Background: an optimization exercise with open tools, aiming at small area. Do not read the settings as production practice. The RTL was checked by simulation tests, not by an equivalence proof against the original design. Power is estimated from default activity; no workload was simulated.

$ cat design/flow/design.v
module id_regfile_scoreboard #(
  parameter int XLEN  = 32,
  parameter int NREGS = 32,
  parameter int NRD   = 2,
  parameter int LAT_W = 3,
  localparam int AW   = $clog2(NREGS)
) (
  input  logic                clk,
  input  logic                reset,
  input  logic                id_valid,
  input  logic                flush,
  input  logic [NRD*AW-1:0]   rs_addr,
  input  logic [NRD-1:0]      rs_used,
  input  logic                rd_we,
  input  logic [AW-1:0]       rd_addr,
  input  logic [LAT_W-1:0]    rd_lat,
  input  logic                wb_we,
  input  logic [AW-1:0]       wb_addr,
  input  logic [XLEN-1:0]     wb_data,
  output logic [NRD*XLEN-1:0] rs_data,
  output logic                stall,
  output logic                issue,
  output logic [NREGS-1:0]    pending
);
  logic [XLEN-1:0]  r_regs [NREGS];
  logic [LAT_W-1:0] r_cnt  [NREGS];
  logic [AW-1:0] w_ra [NRD];
  logic          w_wb_en;
  logic          w_raw;
  logic          w_waw;
  logic          w_set;
  always_comb begin
    for (int unsigned i = 0; i < NRD; i++) begin
      w_ra[i] = rs_addr[i*AW +: AW];
    end
  end
  assign w_wb_en = wb_we && (wb_addr != '0);
  always_comb begin
    rs_data = '0;
    w_raw   = 1'b0;
    for (int unsigned i = 0; i < NRD; i++) begin
      if (w_ra[i] == '0) begin
        rs_data[i*XLEN +: XLEN] = '0;
      end else if (w_wb_en && (wb_addr == w_ra[i])) begin
        rs_data[i*XLEN +: XLEN] = wb_data;
      end else begin
        rs_data[i*XLEN +: XLEN] = r_regs[w_ra[i]];
      end
      if (rs_used[i] && (w_ra[i] != '0) && (r_cnt[w_ra[i]] != '0)) begin
        w_raw = 1'b1;
      end
    end
  end
  assign w_waw = rd_we && (rd_addr != '0) && (r_cnt[rd_addr] > rd_lat);
  assign stall = id_valid && !flush && (w_raw || w_waw);
  assign issue = id_valid && !flush && !stall;
  assign w_set = issue && rd_we;
  always_comb begin
    for (int unsigned r = 0; r < NREGS; r++) begin
      pending[r] = (r_cnt[r] != '0);
    end
  end
  always_ff @(posedge clk) begin
    if (reset) begin
      for (int unsigned r = 0; r < NREGS; r++) begin
        r_cnt[r] <= '0;
      end
    end else begin
      r_cnt[0] <= '0;
      for (int unsigned r = 1; r < NREGS; r++) begin
        if (w_set && (rd_addr == AW'(r))) begin
          r_cnt[r] <= rd_lat;
        end else if (r_cnt[r] != '0) begin
          r_cnt[r] <= r_cnt[r] - 1'b1;
        end
      end
    end
  end
  always_ff @(posedge clk) begin
    if (reset) begin
      for (int unsigned r = 0; r < NREGS; r++) begin
        r_regs[r] <= '0;
      end
    end else if (w_wb_en) begin
      r_regs[wb_addr] <= wb_data;
    end
  end
endmodule
$ cat design/flow/config.mk
export PLATFORM = sky130hd
export DESIGN_NAME = id_regfile_scoreboard
export DESIGN_NICKNAME = id_regfile_scoreboard
export VERILOG_FILES = /design/flow/design.v
export SDC_FILE = /design/flow/constraint.sdc
export NUM_CORES = 4
export LEC_CHECK = 0
export CAP_MARGIN = 20
export CORE_MARGIN = 2
export CORE_UTILIZATION = 40
export SLEW_MARGIN = 20
$ cat design/flow/constraint.sdc
create_clock -name core_clock -period 6.0 [get_ports {clk}]
set_input_delay 1.2000 -clock core_clock [delete_from_list [all_inputs] [get_ports {clk}]]
set_output_delay 1.2000 -clock core_clock [all_outputs]
set_load 0.01 [all_outputs]
$ cat design/flow/run.sh
#!/bin/bash
# synth_recipe.tcl (not shown) runs the flow's synth.tcl, then flattens the netlist and writes it again
# the make line also repeats each setting of config.mk as NAME=value (left out here)
make -C /OpenROAD-flow-scripts/flow DESIGN_CONFIG=/design/flow/config.mk WORK_HOME=/design/flow/orfs CLKGATE_MAP_FILE= SYNTH_SCRIPT=/design/flow/synth_recipe.tcl finish
==> results of run 1 <==
routing by layer:
layer,GRT usage (%),vias up
met5,0,-
met3,5.19,549
li1,-,17300
met2,46.0,2539
met4,11.3,2
met1,37.0,21900
metrics by stage:
step / TNS (ns) / hold slack [ns] / instances
2_1_floorplan: 0 / 0.596 / 4482
3_3_place_gp: -1.35 / 0.675 / 6574
3_5_place_dp: -1.12 / 0.683 / 6574
4_1_cts: 0 / 0.699 / 6813
5_1_grt: 0 / 0.730 / 6816
6_report: 0 / 0.705 / 6817
state kept, by name (all words and copies together), names as in the netlist:
register  flops
r_cnt        93
r_regs     1024
power by group through the flow:
stage	clock network [uW]	registers [uW]	logic [uW]
2_1_floorplan	0	9630	3510
3_3_place_gp	0	10100	5380
3_5_place_dp	0	10100	5430
4_1_cts	7950	9960	5490
5_1_grt	8270	10000	5890
6_report	7850	10000	5480
repair_timing:
action | in CTS | in global routing
pin swaps | 7 | 6
setup buffers | 3 | 0
gates resized for setup | 27 | 22
cloned | 1 | 0
setup endpoints to repair | 2 | 2
endpoints found under the hold margin | 0 | 0
cells in the mapped netlist (35+ instances only):
cell type | instances | area share (%)
a21oi_1 | 37 | 0.29
clkbuf_1 | 311 | 1.8
mux4_2 | 642 | 22
mux2i_1 | 111 | 1.7
mux2_4 | 58 | 1.4
nor2b_1 | 51 | 0.50
nor2_1 | 272 | 1.6
nor3_1 | 39 | 0.30
dfxtp_1 | 93 | 2.9
a211oi_1 | 68 | 0.79
inv_1 | 95 | 0.55
edfxtp_1 | 1024 | 48
nand2_1 | 37 | 0.22
xnor2_1 | 35 | 0.48
buf_2 | 85 | 0.66
ha_1 | 65 | 1.3
and2_1 | 999 | 9.7
tightest hold or removal path, delay by kind of cell, from the launching register on:
| family | cells | cell delay [ns] |
|---|---|---|
| flops | 1 | 0.34 |
| xor+xnor | 1 | 0.13 |
| mux | 1 | 0.13 |
| simple gates | 1 | 0.08 |
worst paths after layout:
path                        to  slack [ns]  cells past startpoint
hold reg to reg   r_cnt[19][0]        0.71                      3
setup / recovery    rs_data[4]        0.20                      8
hold / removal    r_cnt[19][0]        0.71                      3
setup reg to reg  r_cnt[26][1]        1.53                     19
final cells by class:
cell class / instances / area (um2) / share of cell area [%]
inverters: 96 / 367 / 0.495
diodes: 4 / 10.0 / 0.0135
clock buffers: 168 / 3490 / 4.71
flip-flops and latches: 1117 / 32600 / 44.1
repair buffers: 452 / 4240 / 5.73
clock inverters: 67 / 693 / 0.936
well taps: 2086 / 2610 / 3.53
multi-input cells: 2827 / 30000 / 40.5
cells by family (layout without fill, tap and decap cells):
| logic type | Yosys count | count (layout) | synth area share [%] |
|---|---|---|---|
| compound gates | 256 | 256 | 2.92 |
| xor+xnor | 41 | 41 | 0.559 |
| fa+ha+maj | 65 | 65 | 1.27 |
| buf+inv | 538 | 783 | 3.44 |
| flops | 1117 | 1117 | 50.7 |
| mux | 847 | 847 | 26.2 |
| other cells | 1 | 37 | 0.00583 |
| simple gates | 1585 | 1585 | 14.9 |
placed cells by master (no fill, tap or decap), drive strengths merged, types with 7 or more instances in the layout:
cell / n
ha: 65
clkinv: 53
buf: 302
xnor2: 35
nand4: 37
bufinv: 8
and3: 9
mux2: 94
dfxtp: 93
edfxtp: 1024
o211ai: 7
a211o: 8
a22o: 11
nand2: 38
a221oi: 9
conb: 33
nand3: 25
a32oi: 8
nor2: 272
mux2i: 111
nor4: 15
nor3: 39
clkbuf: 173
and2: 999
nand2b: 30
clkdlybuf4s50: 142
inv: 100
a21oi: 38
a211oi: 68
mux4: 642
a22oi: 17
or2: 38
nor2b: 52
o21ai: 27
==> results.json, run 1 <==
{
  "dieWidth_um": 405,
  "post-route-cell-area_um2": 74000,
  "clock.fmax_ghz": 0.172,
  "area_growth_pct": 15.1,
  "clk_latency_ns": 0.76,
  "hold_class": "flip-flop to flip-flop",
  "grt_usage_pct": 28.1,
  "finalHoldViolations": 0,
  "ys_seq_area_share_pct": 50.7,
  "clockBufferDepth": 3,
  "cts_sinks": 1117,
  "cp_cell_sequence": "clkdlybuf4s50_1 -> or2_2 -> o21ai_0 -> nor4_1 -> nand3_4 -> buf_4 -> a211oi_1 -> clkdlybuf4s50_1",
  "io_buffer_count": 159,
  "detail_route.wl_per_cell_um": 33.7,
  "async_flop_share_pct": 0,
  "power_frac_seq_pct": 42.9,
  "io_pins": 161,
  "slew_headroom_pct": 27.2,
  "highest_layer": "met5",
  "worstSetupStartpoint": "wb_addr[0]",
  "die_y_um": 405,
  "vias_per_cell": 6.20,
  "dr.pass1.iters": 6,
  "tightest_slew_ns": 1.09,
  "first_global_vias": 42100,
  "combPwrFrac_pct": 23.5,
  "cpMostUsedCell": "clkdlybuf4s50_1",
  "leakagePower_uw": 0.0260,
  "status": "finished clean",
  "critPathMaxFanout": 18,
  "drv_slew": 0,
  "first_iter_violations": 5418,
  "swShare_pct": 30.4,
  "setup_viol": 0,
  "dp_hpwl_um": 141000,
  "maxCapViolCount": 0,
  "placementRows": 147,
  "cts_root_buf": "clkbuf_16",
  "critPathMaxStageDelay_ns": 0.67,
  "rsz0062_at_grt": "no",
  "dr_total_vias": 42200,
  "initial_core_util_pct": 40.2,
  "fin_crit_ns": 5.80,
  "htree_levels": 4,
  "utilization_pct": 46.3,
  "worst_slack_ns": 0.202,
  "yosys_warnings": 3,
  "grt-ovfl-total": 0,
  "powerDensity_nw_per_um2": 316,
  "syn_inst": 4450,
  "routed-wl-met2_um": 111000,
  "slowest_stage": "clkdlybuf4s50_1",
  "drc": 0,
  "worstSetupEndpointType": "output pin",
  "crit-reg2reg-launch": "r_cnt[6][1]",
  "grt_max_degree": 71,
  "fin_nets": 4753,
  "synth.avg_cell_area_um2": 14.4,
  "hold_buffers": 0,
  "ir_drop_mv": 0.233,
  "required_ns": 4.80,
  "finalPower_uw": 23400,
  "p_clk_share_pct": 33.6,
  "crit_type": "input port to output pin",
  "yosys.cell_types.count": 92,
  "clkSlewWorstSetupHoldPaths_ns": 0.05,
  "synth-main-ff-cell": "edfxtp_1",
  "crit_family": "buffers and inverters",
  "cts_tree": "built",
  "nFillCells": 13900,
  "syn-cell-area_um2": 64300,
  "pre_cts_ws_ns": -0.650,
  "met1_length_um": 87300,
  "routed_wl_um": 230000,
  "p_int_uw": 16200,
  "path_buf_inv": 3,
  "postPlaceCellArea_um2": 69700,
  "layout-drive-gt1-share_pct": 28.3,
  "startpoint_type": "input port",
  "synth_edf_count": 1024,
  "cts_buffers": 131,
  "clock_skew_ns": 0.0108,
  "die_area_um2": 164000,
  "grt_first_pass_wirelength_um": 323000,
  "coreArea_um2": 160000,
  "ys_seq_elements": 1117,
  "hold_start": "r_cnt[19][0]",
  "gp_congestion": 0.960,
  "wl_met3_um": 21300,
  "ant_nets": 0,
  "cp.arrival_ns": 4.60,
  "min_period_over_period_pct": 96.6,
  "p_sw_uw": 7110,
  "antenna_found_initial": 17
}
==> run 2: changes to the inputs <==
==> design/flow/design.v (replaced) <==
module id_regfile_scoreboard #(
  parameter int XLEN  = 32,
  parameter int NREGS = 32,
  parameter int NRD   = 2,
  parameter int LAT_W = 3,
  localparam int AW   = $clog2(NREGS)
) (
  input  logic                clk,
  input  logic                reset,
  input  logic                id_valid,
  input  logic                flush,
  input  logic [NRD*AW-1:0]   rs_addr,
  input  logic [NRD-1:0]      rs_used,
  input  logic                rd_we,
  input  logic [AW-1:0]       rd_addr,
  input  logic [LAT_W-1:0]    rd_lat,
  input  logic                wb_we,
  input  logic [AW-1:0]       wb_addr,
  input  logic [XLEN-1:0]     wb_data,
  output logic [NRD*XLEN-1:0] rs_data,
  output logic                stall,
  output logic                issue,
  output logic [NREGS-1:0]    pending
);
  logic [XLEN-1:0]  r_regs [1:NREGS-1];
  logic [LAT_W-1:0] r_cnt  [1:NREGS-1];
  logic             w_wb_en;
  logic [XLEN-1:0]  w_wdat;
  logic [LAT_W-1:0] w_ldat;
  logic [NREGS-1:0] w_wb_dec;
  logic [NREGS-1:0] w_rd_dec;
  logic [NREGS-1:0] w_rs_dec [NRD];
  logic [NRD-1:0]   w_hit;
  logic             w_raw;
  logic             w_waw;
  logic             w_set;
  logic [LAT_W-1:0] w_rd_cnt;
  assign w_wb_en = wb_we && (wb_addr != '0);
  always_comb begin
    for (int unsigned r = 0; r < NREGS; r++) begin
      w_wb_dec[r] = (wb_addr == AW'(r));
      w_rd_dec[r] = (rd_addr == AW'(r));
      for (int unsigned p = 0; p < NRD; p++) begin
        w_rs_dec[p][r] = (rs_addr[p*AW +: AW] == AW'(r));
      end
    end
  end
  always_comb begin
    for (int unsigned p = 0; p < NRD; p++) begin
      w_hit[p] = w_wb_en && (wb_addr == rs_addr[p*AW +: AW]);
      rs_data[p*XLEN +: XLEN] = wb_data & {XLEN{w_hit[p]}};
      for (int unsigned r = 1; r < NREGS; r++) begin
        rs_data[p*XLEN +: XLEN] = rs_data[p*XLEN +: XLEN]
          | (r_regs[r] & {XLEN{w_rs_dec[p][r] & !w_hit[p]}});
      end
    end
  end
  always_comb begin
    pending[0] = 1'b0;
    for (int unsigned r = 1; r < NREGS; r++) begin
      pending[r] = (r_cnt[r] != '0);
    end
  end
  always_comb begin
    w_raw    = 1'b0;
    w_rd_cnt = '0;
    for (int unsigned r = 1; r < NREGS; r++) begin
      for (int unsigned p = 0; p < NRD; p++) begin
        w_raw = w_raw | (rs_used[p] & w_rs_dec[p][r] & pending[r]);
      end
      w_rd_cnt = w_rd_cnt | (r_cnt[r] & {LAT_W{w_rd_dec[r]}});
    end
  end
  assign w_waw = rd_we && (w_rd_cnt > rd_lat);
  assign stall = id_valid && !flush && (w_raw || w_waw);
  assign issue = id_valid && !flush && !stall;
  assign w_set = issue && rd_we;
  assign w_wdat = wb_data & {XLEN{!reset}};
  assign w_ldat = rd_lat  & {LAT_W{!reset}};
  for (genvar r = 1; r < NREGS; r++) begin : g_reg
    always_ff @(posedge clk) begin
      if (reset || (w_wb_en && w_wb_dec[r])) begin
        r_regs[r] <= w_wdat;
      end
    end
    always_ff @(posedge clk) begin
      if (reset || (w_set && w_rd_dec[r])) begin
        r_cnt[r] <= w_ldat;
      end else begin
        r_cnt[r] <= r_cnt[r] - LAT_W'(r_cnt[r] != '0);
      end
    end
  end
endmodule
==> run 2 against run 1 <==
Compared with the run above: clock skew up 0.021 ns; clock power down about 10%; now fails the layout checks on setup timing; critical path depth up 4; power down 11%; wire length up 6.6%; register-to-register slack better by 0.45 ns; sequential share of layout area up 6.3 points; utilization up 5.3 points; maximum frequency down 3.5%; cell count down 14%.
==> results.json, run 2 <==
{
  "status": "complete, but fails checks",
  "violatedChecks": "setup timing",
  "routed-wl-met2_um": 99800,
  "post-route-cell-area_um2": 62900,
  "syn-cell-area_um2": 49300,
  "fin_nets": 4276,
  "powerDensity_nw_per_um2": 329,
  "htree_levels": 3,
  "synth_largest_area_cell": "edfxtp_1",
  "synth_top_area_share_pct": 60.4,
  "synth_simple_gate_area_share_pct": 8.72,
  "startpoint_type": "input port",
  "drc": 0,
  "clk_latency_ns": 0.71,
  "async_flop_share_pct": 0,
  "yosys_warnings": 4,
  "routed_wl_um": 245000,
  "synth.most_common_cell": "edfxtp_1",
  "syn_inst": 3561,
  "synth_top_family_by_area": "compound AO/OA/AOI/OAI gates",
  "yosys-top-cells-count": "edfxtp_1, a22oi_1, a221oi_1",
  "top_regs": "r_regs: 992 flops, r_cnt: 93 flops",
  "synth-main-ff-cell": "edfxtp_1",
  "largest_reg_flops": 992,
  "worst_slack_ns": -0.0104,
  "gp_congestion": 0.979,
  "r2r_end": "r_cnt[31][1]",
  "wl_met3_um": 42000,
  "yosys.cell_types.count": 63,
  "grt_usage_pct": 37.7,
  "ant_nets": 0,
  "synth_compound_area_share_pct": 19.8,
  "grt_first_pass_wirelength_um": 329000,
  "die_area_um2": 126000,
  "synth-adder-area-share_pct": 1.65,
  "worstSetupEndpointType": "output pin",
  "finalHoldViolations": 0,
  "io_pins": 161,
  "postPlaceCellArea_um2": 58600,
  "fin_crit_ns": 6.01,
  "ys_seq_elements": 1085,
  "synth_xor_area_share_pct": 0.729,
  "die_y_um": 355,
  "synth.avg_cell_area_um2": 13.8,
  "dieWidth_um": 355,
  "hold_buffers": 0,
  "cts_sinks": 1085,
  "cp.arrival_ns": 4.81,
  "first_iter_violations": 10200,
  "first_global_vias": 40300,
  "detail_route.wl_per_cell_um": 41.7,
  "drv_slew": 0,
  "area_growth_pct": 27.6,
  "regMostFlops": "r_regs",
  "maxCapViolCount": 0,
  "rr_worst_depth": 13,
  "hold_class": "flip-flop to flip-flop",
  "hold_path_end": "r_cnt[15][2]",
  "crit-reg2reg-launch": "r_cnt[10][1]",
  "final_cell_mix": "edfxtp_1, buf_4, a22oi_1, a22o_1, a221oi_1",
  "grt_max_degree": 109,
  "synthTopCellsByArea": "edfxtp_1, a22oi_1, a221oi_1",
  "initial_core_util_pct": 40.4,
  "placementRows": 128,
  "coreArea_um2": 122000,
  "min_period_over_period_pct": 100,
  "synth_mux_area_share_pct": 2.05,
  "hold_path_depth": 3,
  "setup_viol": 1,
  "dr_total_vias": 43000,
  "slew_headroom_pct": 19.5,
  "clockBufferDepth": 3,
  "clock.fmax_ghz": 0.166,
  "ff2ff_setup_slack_ns": 1.98,
  "dp_hpwl_um": 155000,
  "required_ns": 4.80,
  "critPathMaxFanout": 9,
  "ys_seq_area_share_pct": 64.2,
  "pre_cts_ws_ns": -0.329,
  "antenna_found_initial": 8,
  "final_cells": 5881,
  "ir_drop_mv": 0.297,
  "clock_skew_ns": 0.0315,
  "dp_cells": 5615,
  "met1_length_um": 86100,
  "vias_per_cell": 7.32,
  "tightest_slew_ns": 1.21,
  "highest_layer": "met5",
  "cts_tree": "built",
  "leakagePower_uw": 0.0223,
  "clkSlewWorstSetupHoldPaths_ns": 0.06,
  "dr.pass1.iters": 9,
  "hold_start": "r_cnt[15][2]",
  "finalPower_uw": 20700,
  "io_buffer_count": 159,
  "cts_buffers": 114,
  "synth_edf_count": 992,
  "layout-drive-gt1-share_pct": 21.8,
  "cts_root_buf": "clkbuf_16",
  "grt-ovfl-total": 0,
  "crit_type": "input port to output pin",
  "final_common_cell": "edfxtp_1"
}
-- run 2: cell count changes in the layout (fill, tap and decap cells not counted), sizes merged, moves of 61 or more --
cell / delta
a221oi: +305
a22o: +299
a22oi: +350
and2: -996
buf: +289
mux2i: -80
mux4: -642
nand2: +61
nand4: +130
nor2: -113
or3: +86
-- run 2: cell type report --
cell class | instances | area, um2
antenna | 11 | 27.5
clock buffer | 137 | 2970
clock inverter | 76 | 689
fill | 10300 | 59200
inverter | 70 | 263
multi-input combinational | 2127 | 17400
sequential | 1085 | 31700
tap | 1625 | 2030
timing repair buffer | 750 | 7880
-- run 2: metal layers --
layer | GRT usage, % | vias up
met4 | 20.1 | 12
li1 | - | 16100
met2 | 53.3 | 4831
met3 | 15.6 | 1178
met5 | 0 | -
met1 | 49.1 | 20900
-- run 2: worst max-delay path by stage --
stage	to	cells after the start	startpoint	slack, ns
5_1_grt	rs_data[44]	12	rs_addr[9]	-0.01
6_report	rs_data[44]	12	rs_addr[9]	-0.01
2_1_floorplan	issue	17	rd_addr[1]	0.42
3_5_place_dp	issue	17	rd_addr[4]	-0.33
4_1_cts	rs_data[43]	13	wb_addr[0]	0.005
3_3_place_gp	issue	17	rd_addr[4]	-0.39
-- run 2: cell families (layout without fill, tap and decap cells) --
| logic type | Yosys count | count (layout) |
|---|---|---|
| DFF | 1085 | 1085 |
| muxes | 93 | 93 |
| AOI/OAI and AO/OA | 1195 | 1195 |
| buffers and inverters | 349 | 1033 |
| other | 1 | 12 |
| xor gates and xnor gates | 41 | 41 |
| and+or+nand+nor | 732 | 732 |
| adders and majority gates | 65 | 65 |
-- run 2: power by group --
| part | internal, uW | switching [uW] | leakage (uW) | total (uW) |
|---|---|---|---|---|
| Clock | 3880 | 3160 | 0.00178 | 7050 |
| Sequential | 9180 | 678 | 0.0104 | 9860 |
| Combinational | 1520 | 2280 | 0.0102 | 3790 |
-- run 2: critical path: stages --
cell	delay [ns]
clkdlybuf4s50_1	0.59
xnor2_1	0.29
buf_4	0.14
nand3_1	0.15
o2111a_2	0.46
buf_12	0.22
buf_12	0.16
a22oi_1	0.26
nand4_1	0.18
a2111oi_1	0.34
nand4_1	0.24
clkdlybuf4s50_1	0.54
-- run 2: stage by stage --
stage	hold slack [ns]	utilization [%]	TNS, ns
after floorplan	0.558	-	0
after global placement	0.589	48.0	-6.00
after detailed placement	0.605	48.0	-6.31
after CTS	0.616	51.3	0
after global routing	0.650	51.5	-0.0129
final	0.618	51.5	-0.0104
-- run 2: what timing repair did --
item,4_1_cts,5_1_grt
gates resized for setup,28,28
endpoints found under the setup margin,66,61
buffers inserted,30,11
pin swaps,17,9
cloned,0,1

## what the ideal ports hide
The flow's constraints put no driver on any port. The routed layouts listed below were extracted and timed again, unchanged, in two steps. Step 1, drivers: a clkbuf_16 drives clk and a buf_2 each remaining input, both assumed. Step 2, shift: input delay + t, output delay - t, t = (earliest + latest rising clock arrival at the registers) / 2. This alone moves slack from input paths to output paths. a / b / c = ideal / step 1 / step 2; a / b = the first two.
run | t, ns | setup WS [ns] | hold slack, ns | latest minus earliest clock arrival (ns) | worst data-port slew with drivers (ns)
run 1 | 0.855 | 0.202 / 0.067 / 0.067 | 0.705 / 0.705 / 0.705 | 0.053 / 0.053 | 0.14
run 2 | 0.802 | -0.010 / -0.037 / -0.037 | 0.618 / 0.618 / 0.618 | 0.092 / 0.093 | 0.13
For run 1, which loses most, drivers alone change the setup slack by -0.135 ns; drivers and shift together by -0.135 ns.
